From an optimization exercise on the open Yosys and OpenROAD flow, aimed at small area, a short achievable clock period and few clock cycles per item; shortcuts taken in it are not production practice.

==> juniper: inputs <==
## gregorian_date_difference_days
module gregorian_date_difference_days (
  input  logic        clk_i,
  input  logic        rst_ni,
  input  logic        s_axis_tvalid_i,
  output logic        s_axis_tready_o,
  input  logic [71:0] s_axis_tdata_i,
  output logic        m_axis_tvalid_o,
  input  logic        m_axis_tready_i,
  output logic [31:0] m_axis_tdata_o,
  output logic [0:0]  m_axis_tuser_o
);
Settings: LEC_CHECK=0, CAP_MARGIN=20, CORE_MARGIN=2, CORE_UTILIZATION=50, SLEW_MARGIN=20, SYNTH_HIERARCHICAL=1, SYNTH_MINIMUM_KEEP_SIZE=0; clock period 8.5 ns.
run.sh (not shown) runs the stock make flow with config.mk's settings and CLKGATE_MAP_FILE= SYNTH_SCRIPT=/design/flow/synth_recipe.tcl, a recipe that flattens the netlist after the stock synthesis.
==> inputs of onyx, as changes to juniper <==
--- a/flow/design.v
+++ b/flow/design.v
@@ -403,39 +403,27 @@
   output logic [31:0] m_axis_tdata_o,
   output logic [0:0]  m_axis_tuser_o
 );
   logic [15:0] ey, sy;
   logic [3:0]  em, sm;
   logic [4:0]  ed, sd, eh, sh;
   logic [5:0]  emi, smi;
   assign {smi, sh, sd, sm, sy, emi, eh, ed, em, ey} = s_axis_tdata_i;
-  logic en, v1_q, v2_q;
-  logic qv0_q, qv1_q, wp_q, rp_q;
-  logic push, pop;
-  assign en   = !(qv0_q && qv1_q);
-  assign push = v2_q && en;
-  assign pop  = m_axis_tvalid_o && m_axis_tready_i;
+  logic en, v1_q, v2_q, v3_q;
+  assign en = !v3_q || m_axis_tready_i;
   always_ff @(posedge clk_i or negedge rst_ni) begin
     if (!rst_ni) begin
-      v1_q  <= 1'b0;
-      v2_q  <= 1'b0;
-      qv0_q <= 1'b0;
-      qv1_q <= 1'b0;
-      wp_q  <= 1'b0;
-      rp_q  <= 1'b0;
-    end else begin
-      if (en) begin
-        v1_q <= s_axis_tvalid_i;
-        v2_q <= v1_q;
-      end
-      if (push) wp_q <= !wp_q;
-      if (pop)  rp_q <= !rp_q;
-      if ((push && !wp_q) || (pop && !rp_q)) qv0_q <= push && !wp_q;
-      if ((push && wp_q) || (pop && rp_q))   qv1_q <= push && wp_q;
+      v1_q <= 1'b0;
+      v2_q <= 1'b0;
+      v3_q <= 1'b0;
+    end else if (en) begin
+      v1_q <= s_axis_tvalid_i;
+      v2_q <= v1_q;
+      v3_q <= v2_q;
     end
   end
   function automatic logic [4:0] month_len(input logic [3:0] mo);
     unique case (mo)
       4'd1, 4'd3, 4'd5, 4'd7, 4'd8, 4'd10, 4'd12: month_len = 5'd31;
       4'd4, 4'd6, 4'd9, 4'd11:                    month_len = 5'd30;
       4'd2:                                       month_len = 5'd28;
       default:                                    month_len = 5'd0;
@@ -563,29 +551,21 @@
     end
   end
   logic [25:0] days;
   gdd_diff u_diff (
     .dy(dy2), .dy16n(dy16n2), .nqz(nqz2), .nqz8n(nqz8n2),
     .neg_(neg2), .sg(sg2), .du(du2), .elp(elp2), .nslp(nslp2),
     .days_o(days)
   );
-  logic        qok0_q, qok1_q;
-  logic [25:0] qd0_q, qd1_q;
+  logic        ok3;
+  logic [25:0] days3;
   always_ff @(posedge clk_i) begin
-    if (push && !wp_q) begin
-      qok0_q <= ok2;
-      qd0_q  <= days;
-    end
-    if (push && wp_q) begin
-      qok1_q <= ok2;
-      qd1_q  <= days;
+    if (en) begin
+      ok3   <= ok2;
+      days3 <= ok2 ? days : 26'd0;
     end
   end
   assign s_axis_tready_o   = en;
-  assign m_axis_tvalid_o   = rp_q ? qv1_q : qv0_q;
-  logic        ok_out;
-  logic [25:0] d_out;
-  assign ok_out            = rp_q ? qok1_q : qok0_q;
-  assign d_out             = rp_q ? qd1_q : qd0_q;
-  assign m_axis_tdata_o    = {6'd0, ok_out ? d_out : 26'd0};
-  assign m_axis_tuser_o[0] = ok_out;
+  assign m_axis_tvalid_o   = v3_q;
+  assign m_axis_tdata_o    = {6'd0, days3};
+  assign m_axis_tuser_o[0] = ok3;
 endmodule
==> results.txt <==
The flow ran to the end and the layout has no timing, DRC or antenna violations. The endpoint identified for the worst register-to-register timing path is du2[10]$_DFFE_PN_.

The met1 routed wirelength after detailed routing came out at 14600 um. On the final layout, the worst clock skew is 0.0111 ns. The global placement routability congestion is 0.826. The flip-flop and latch count after synthesis came out at roughly 160.

The critical path goes through inv_1 > ha_1 > mux4_2 > fa_1 > fa_1 > fa_1 > fa_1 > a21o_1 > a21oi_1 > o21ai_0 > nor4_1 > nor3_1 > a211o_1. The area taken by flip-flops and latches is slightly below 0.005 mm^2. In this design, the stage delay of the slowest critical-path cell is 0.58 ns. The final non-filler cell total came out at 1889. The multi-input logic area came out at 0.00968 mm^2.

The timing-limited maximum frequency is 0.207 GHz.
# the run above: juniper

==> results.txt <==
The area taken by flip-flops and latches is approximately 0.0039 mm^2. The layout net count came out at 1813. In this design, the stage delay of the slowest critical-path cell is 0.72 ns. The flip-flop and latch count after synthesis came out at 131. The timing-limited maximum frequency came out at approximately 0.19 GHz.

The flow ran to the end and the layout has no timing, DRC or antenna violations. The worst register-to-register path ends at days3[23]$_SDFFCE_PN0P_. The met1 routed wirelength after detailed routing is 13300 um.

The final worst clock skew came out at 0.0137 ns. The global placement routability congestion is 0.860. The residual overflow from global routing came out at 0.

The final non-filler cell total came out at 1796.
# the run above: onyx

Function was not checked in any run of this note: the RTL went through the layout flow alone.

---

==> inputs of tundra <==
gregorian_date_difference_days, a different RTL version from the one above (not shown whole).
clock: 8.5 ns
lec_check: 0
cap_margin: 20
core_margin: 2
core_utilization: 50
slew_margin: 20
synth_hierarchical: 1
synth_minimum_keep_size: 0
==> lagoon (differences from tundra) <==
--- a/flow/design.v
+++ b/flow/design.v
@@ -424,35 +424,23 @@
 );
   logic [15:0] ey, sy;
   logic [3:0]  em, sm;
   logic [4:0]  ed, sd, eh, sh;
   logic [5:0]  emi, smi;
   assign {smi, sh, sd, sm, sy, emi, eh, ed, em, ey} = s_axis_tdata_i;
-  logic en, v1_q, v2_q;
-  logic qv0_q, qv1_q, wp_q, rp_q;
-  logic push, pop;
-  assign en   = !(qv0_q && qv1_q);
-  assign push = v2_q && en;
-  assign pop  = m_axis_tvalid_o && m_axis_tready_i;
+  logic en, v1_q, v2_q, v3_q;
+  assign en = !v3_q || m_axis_tready_i;
   always_ff @(posedge clk_i or negedge rst_ni) begin
     if (!rst_ni) begin
-      v1_q  <= 1'b0;
-      v2_q  <= 1'b0;
-      qv0_q <= 1'b0;
-      qv1_q <= 1'b0;
-      wp_q  <= 1'b0;
-      rp_q  <= 1'b0;
-    end else begin
-      if (en) begin
-        v1_q <= s_axis_tvalid_i;
-        v2_q <= v1_q;
-      end
-      if (push) wp_q <= !wp_q;
-      if (pop)  rp_q <= !rp_q;
-      if ((push && !wp_q) || (pop && !rp_q)) qv0_q <= push && !wp_q;
-      if ((push && wp_q) || (pop && rp_q))   qv1_q <= push && wp_q;
+      v1_q <= 1'b0;
+      v2_q <= 1'b0;
+      v3_q <= 1'b0;
+    end else if (en) begin
+      v1_q <= s_axis_tvalid_i;
+      v2_q <= v1_q;
+      v3_q <= v2_q;
     end
   end
   function automatic logic [4:0] month_len(input logic [3:0] mo);
     unique case (mo)
       4'd1, 4'd3, 4'd5, 4'd7, 4'd8, 4'd10, 4'd12: month_len = 5'd31;
       4'd4, 4'd6, 4'd9, 4'd11:                    month_len = 5'd30;
@@ -585,27 +573,19 @@
   logic [25:0] days;
   gdd_diff u_diff (
     .dy(dy2), .dy16n(dy16n2), .nqz(nqz2), .nqz8n(nqz8n2),
     .neg_(neg2), .sg(sg2), .du(du2), .elp(elp2), .nslp(nslp2),
     .days_o(days)
   );
-  logic        qok0_q, qok1_q;
-  logic [25:0] qd0_q, qd1_q;
+  logic        ok3;
+  logic [25:0] days3;
   always_ff @(posedge clk_i) begin
-    if (push && !wp_q) begin
-      qok0_q <= ok2;
-      qd0_q  <= days;
-    end
-    if (push && wp_q) begin
-      qok1_q <= ok2;
-      qd1_q  <= days;
+    if (en) begin
+      ok3   <= ok2;
+      days3 <= ok2 ? days : 26'd0;
     end
   end
   assign s_axis_tready_o   = en;
-  assign m_axis_tvalid_o   = rp_q ? qv1_q : qv0_q;
-  logic        ok_out;
-  logic [25:0] d_out;
-  assign ok_out            = rp_q ? qok1_q : qok0_q;
-  assign d_out             = rp_q ? qd1_q : qd0_q;
-  assign m_axis_tdata_o    = {6'd0, ok_out ? d_out : 26'd0};
-  assign m_axis_tuser_o[0] = ok_out;
+  assign m_axis_tvalid_o   = v3_q;
+  assign m_axis_tdata_o    = {6'd0, days3};
+  assign m_axis_tuser_o[0] = ok3;
 endmodule
==> nickel (differences from tundra) <==
--- a/flow/design.v
+++ b/flow/design.v
@@ -424,35 +424,23 @@
 );
   logic [15:0] ey, sy;
   logic [3:0]  em, sm;
   logic [4:0]  ed, sd, eh, sh;
   logic [5:0]  emi, smi;
   assign {smi, sh, sd, sm, sy, emi, eh, ed, em, ey} = s_axis_tdata_i;
-  logic en, v1_q, v2_q;
-  logic qv0_q, qv1_q, wp_q, rp_q;
-  logic push, pop;
-  assign en   = !(qv0_q && qv1_q);
-  assign push = v2_q && en;
-  assign pop  = m_axis_tvalid_o && m_axis_tready_i;
+  logic en, v1_q, v2_q, v3_q;
+  assign en = !v3_q || m_axis_tready_i;
   always_ff @(posedge clk_i or negedge rst_ni) begin
     if (!rst_ni) begin
-      v1_q  <= 1'b0;
-      v2_q  <= 1'b0;
-      qv0_q <= 1'b0;
-      qv1_q <= 1'b0;
-      wp_q  <= 1'b0;
-      rp_q  <= 1'b0;
-    end else begin
-      if (en) begin
-        v1_q <= s_axis_tvalid_i;
-        v2_q <= v1_q;
-      end
-      if (push) wp_q <= !wp_q;
-      if (pop)  rp_q <= !rp_q;
-      if ((push && !wp_q) || (pop && !rp_q)) qv0_q <= push && !wp_q;
-      if ((push && wp_q) || (pop && rp_q))   qv1_q <= push && wp_q;
+      v1_q <= 1'b0;
+      v2_q <= 1'b0;
+      v3_q <= 1'b0;
+    end else if (en) begin
+      v1_q <= s_axis_tvalid_i;
+      v2_q <= v1_q;
+      v3_q <= v2_q;
     end
   end
   function automatic logic [4:0] month_len(input logic [3:0] mo);
     unique case (mo)
       4'd1, 4'd3, 4'd5, 4'd7, 4'd8, 4'd10, 4'd12: month_len = 5'd31;
       4'd4, 4'd6, 4'd9, 4'd11:                    month_len = 5'd30;
@@ -585,27 +573,19 @@
   logic [25:0] days;
   gdd_diff u_diff (
     .dy(dy2), .dy16n(dy16n2), .nqz(nqz2), .nqz8n(nqz8n2),
     .neg_(neg2), .sg(sg2), .du(du2), .elp(elp2), .nslp(nslp2),
     .days_o(days)
   );
-  logic        qok0_q, qok1_q;
-  logic [25:0] qd0_q, qd1_q;
+  logic        ok3;
+  logic [25:0] days3;
   always_ff @(posedge clk_i) begin
-    if (push && !wp_q) begin
-      qok0_q <= ok2;
-      qd0_q  <= days;
-    end
-    if (push && wp_q) begin
-      qok1_q <= ok2;
-      qd1_q  <= days;
+    if (en) begin
+      ok3   <= ok2;
+      days3 <= ok2 ? days : 26'd0;
     end
   end
   assign s_axis_tready_o   = en;
-  assign m_axis_tvalid_o   = rp_q ? qv1_q : qv0_q;
-  logic        ok_out;
-  logic [25:0] d_out;
-  assign ok_out            = rp_q ? qok1_q : qok0_q;
-  assign d_out             = rp_q ? qd1_q : qd0_q;
-  assign m_axis_tdata_o    = {6'd0, ok_out ? d_out : 26'd0};
-  assign m_axis_tuser_o[0] = ok_out;
+  assign m_axis_tvalid_o   = v3_q;
+  assign m_axis_tdata_o    = {6'd0, days3};
+  assign m_axis_tuser_o[0] = ok3;
 endmodule
==> flow/flow/run.sh (new file) <==
#!/bin/bash
# The standard layout, with the port buffers made from the platform's
# smallest plain buffer instead of the delay buffer the flow picks.
set -euo pipefail
export BUFFER_PORTS_ARGS="-buffer_cell sky130_fd_sc_hd__buf_1"
bash standard.sh > standard.log 2>&1
==> flow/standard.sh (new file) <==
#!/bin/bash
# synth_recipe.tcl (not shown) runs the flow's synth.tcl, then flattens the netlist and writes it again
# the make line also repeats each setting of config.mk as NAME=value (left out here)
make -C /OpenROAD-flow-scripts/flow DESIGN_CONFIG=/design/flow/config.mk WORK_HOME=/design/flow/orfs CLKGATE_MAP_FILE= SYNTH_SCRIPT=/design/flow/synth_recipe.tcl "${@:-finish}"
removed: flow/run.sh
==> results.txt <==
number of buffer and inverter stages on the critical path 2; initial detailed-routing violation count 477; outcome complete, no violations; Met1 Wirelength 14,160 um; adder-cell share of the synthesized area 0.3589; effective utilization at floorplan 0.5112; startpoint of the most critical register-to-register path em1[1]; sequential fraction of total cell area 0.2359; leading cell types by total area after synthesis edfxtp_1 26%, fa_1 19%, ha_1 17%; horizontal die dimension 175.8 um; met2 usage in global routing 0.3448
# the run above: lagoon

==> results.txt <==
sequential fraction of total cell area 0.2707; met2 usage in global routing 0.3326; Met1 Wirelength 14,520 um; horizontal die dimension 182.8 um; outcome complete, no violations; gpl congestion 0.8872; worst reg2reg endpoint du2[10]; maximum fanout encountered on the critical timing path 7; part of the Yosys area used for sequential elements 0.3007; adder-cell share of the synthesized area 0.3314; leading cell types by total area after synthesis edfxtp_1 29%, fa_1 18%, ha_1 15%; startpoint of the most critical register-to-register path em1[1]; effective utilization at floorplan 0.5076; setup fix buffers added after clock tree synthesis 0; Clock Skews 0.01730 ns
# the run above: tundra

==> results.txt <==
horizontal die dimension 175.8 um; Met1 Wirelength 14,300 um; effective utilization at floorplan 0.5112; syn_area_per_cell 10.88 sq um; startpoint of the most critical register-to-register path sm1[1]; initial detailed-routing violation count 492; CTS hold repair buffers 0; outcome complete, no violations; number of endpoints failing setup at the final stage 0; met2 usage in global routing 0.3361
# the run above: nickel

No functional check of the RTL was part of any run of this note.

---

==> run K <==
Another version of the RTL of gregorian_date_difference_days (not shown whole).
Settings: LEC_CHECK=0, CAP_MARGIN=20, CORE_MARGIN=2, CORE_UTILIZATION=50, CTS_BUF_LIST=sky130_fd_sc_hd__clkbuf_4 sky130_fd_sc_hd__clkbuf_8, SLEW_MARGIN=20, SYNTH_HIERARCHICAL=1, SYNTH_MINIMUM_KEEP_SIZE=0; clock period 8.5 ns.
standard.sh (not shown) runs the stock make flow with config.mk's settings and CLKGATE_MAP_FILE= SYNTH_SCRIPT=/design/flow/synth_recipe.tcl, a recipe that flattens the netlist after the stock synthesis.
==> flow/flow/run.sh <==
#!/bin/bash
# The standard layout, with the port buffers made from the platform's
# smallest plain buffer instead of the delay buffer the flow picks, and
# without half-adder cells (their logic is left to the gate mapper); the
# platform's own don't-use cells stay excluded.
set -euo pipefail
export BUFFER_PORTS_ARGS="-buffer_cell sky130_fd_sc_hd__buf_1"
DU=" sky130_fd_sc_hd__probe_p_8 sky130_fd_sc_hd__probec_p_8 sky130_fd_sc_hd__lpflow_bleeder_1 sky130_fd_sc_hd__lpflow_clkbufkapwr_1 sky130_fd_sc_hd__lpflow_clkbufkapwr_16 sky130_fd_sc_hd__lpflow_clkbufkapwr_2 sky130_fd_sc_hd__lpflow_clkbufkapwr_4 sky130_fd_sc_hd__lpflow_clkbufkapwr_8 sky130_fd_sc_hd__lpflow_clkinvkapwr_1 sky130_fd_sc_hd__lpflow_clkinvkapwr_16 sky130_fd_sc_hd__lpflow_clkinvkapwr_2 sky130_fd_sc_hd__lpflow_clkinvkapwr_4 sky130_fd_sc_hd__lpflow_clkinvkapwr_8 sky130_fd_sc_hd__lpflow_decapkapwr_12 sky130_fd_sc_hd__lpflow_decapkapwr_3 sky130_fd_sc_hd__lpflow_decapkapwr_4 sky130_fd_sc_hd__lpflow_decapkapwr_6 sky130_fd_sc_hd__lpflow_decapkapwr_8 sky130_fd_sc_hd__lpflow_inputiso0n_1 sky130_fd_sc_hd__lpflow_inputiso0p_1 sky130_fd_sc_hd__lpflow_inputiso1n_1 sky130_fd_sc_hd__lpflow_inputiso1p_1 sky130_fd_sc_hd__lpflow_inputisolatch_1 sky130_fd_sc_hd__lpflow_isobufsrc_1 sky130_fd_sc_hd__lpflow_isobufsrc_16 sky130_fd_sc_hd__lpflow_isobufsrc_2 sky130_fd_sc_hd__lpflow_isobufsrc_4 sky130_fd_sc_hd__lpflow_isobufsrc_8 sky130_fd_sc_hd__lpflow_isobufsrckapwr_16 sky130_fd_sc_hd__lpflow_lsbuf_lh_hl_isowell_tap_1 sky130_fd_sc_hd__lpflow_lsbuf_lh_hl_isowell_tap_2 sky130_fd_sc_hd__lpflow_lsbuf_lh_hl_isowell_tap_4 sky130_fd_sc_hd__lpflow_lsbuf_lh_isowell_4 sky130_fd_sc_hd__lpflow_lsbuf_lh_isowell_tap_1 sky130_fd_sc_hd__lpflow_lsbuf_lh_isowell_tap_2 sky130_fd_sc_hd__lpflow_lsbuf_lh_isowell_tap_4 # # Define fill cells  sky130_fd_sc_hd__ha_1 sky130_fd_sc_hd__ha_2 sky130_fd_sc_hd__ha_4"
bash standard.sh "DONT_USE_CELLS=$DU" finish > standard.log 2>&1
==> run C: changes against run K <==
Settings changed: SETUP_SLACK_MARGIN from default to 4.35.
==> summary of the runs <==
Run K finished with timing, DRC and antenna clean. Run C ran to the end with no violations. Setup slack: run C is higher than run K (0.27 ns). Clock-buffer cell count: run C is higher than run K (1). Design area: run C is larger than run K (4.5%). Worst hold slack: run K is higher than run C (0.0016 ns). Synthesized cell count is the same in run C and run K. Of run K and run C, run C has the higher clock skew (gap 0.0014 ns).
==> figures <==
| metric | run C | run K |
|---|---|---|
| Result of the run | complete, no violations | complete, no violations |
| Final WL | 31.49 mm | 30.64 mm |
| Crit-path max FO | 5 | 7 |
| Seq area share | 24.26% | 25.34% |
| Final area over synthesized area | 1.1118x | 1.0642x |
| Average vias per placed instance | 5.166 | 5.190 |
| Worst flop-to-flop path startpoint | dy2[1]$_DFFE_PP_ | dy2[4]$_DFFE_PP_ |
| Final Instance Count excl. Fillers | 1,998 | 1,945 |
| # resized after CTS | 4 | 0 |
| Filler cell count in the final layout | 2,637 | 2,693 |
No functional check of the RTL was part of any run of this note.

port drivers added, routing unchanged:
In the flow no input, the clock included, has a driving cell. The finished layouts below were timed again as built, in two steps.
Step 1 sets driving cells, clkbuf_16 on the clock port and buf_2 on the other inputs (assumed; they add their load-dependent delay and slew).
Step 2, shift: input delay + t, output delay - t, t = (earliest + latest rising clock arrival at the registers) / 2. This alone moves slack from input paths to output paths.
Three values: no drivers, after step 1, after step 2; two values: the first two.
run | t (ns) | setup WS [ns] | worst setup path after step 2 | latest minus earliest clock arrival (ns) | worst slew at a driven data input, ns
juniper | 0.482 | 3.660 / 3.660 / 3.660 | register to register | 0.011 / 0.011 | 0.05
onyx | 0.458 | 3.234 / 3.207 / 3.207 | input to output | 0.014 / 0.014 | 0.05
tundra | 0.499 | 3.666 / 3.666 / 3.666 | register to register | 0.018 / 0.018 | 0.04
lagoon | 0.472 | 3.571 / 3.544 / 3.544 | input to output | 0.018 / 0.018 | 0.05
nickel | 0.467 | 3.781 / 3.781 / 3.781 | register to register | 0.012 / 0.012 | 0.04
run K | 0.478 | 4.229 / 4.229 / 4.197 | input to register | 0.019 / 0.019 | 0.03
run C | 0.501 | 4.497 / 4.497 / 4.173 | input to register | 0.020 / 0.020 | 0.04
After both steps every run listed still meets setup and hold. For run C, which loses most, drivers alone change the setup slack by 0.000 ns; drivers and shift together by -0.324 ns.
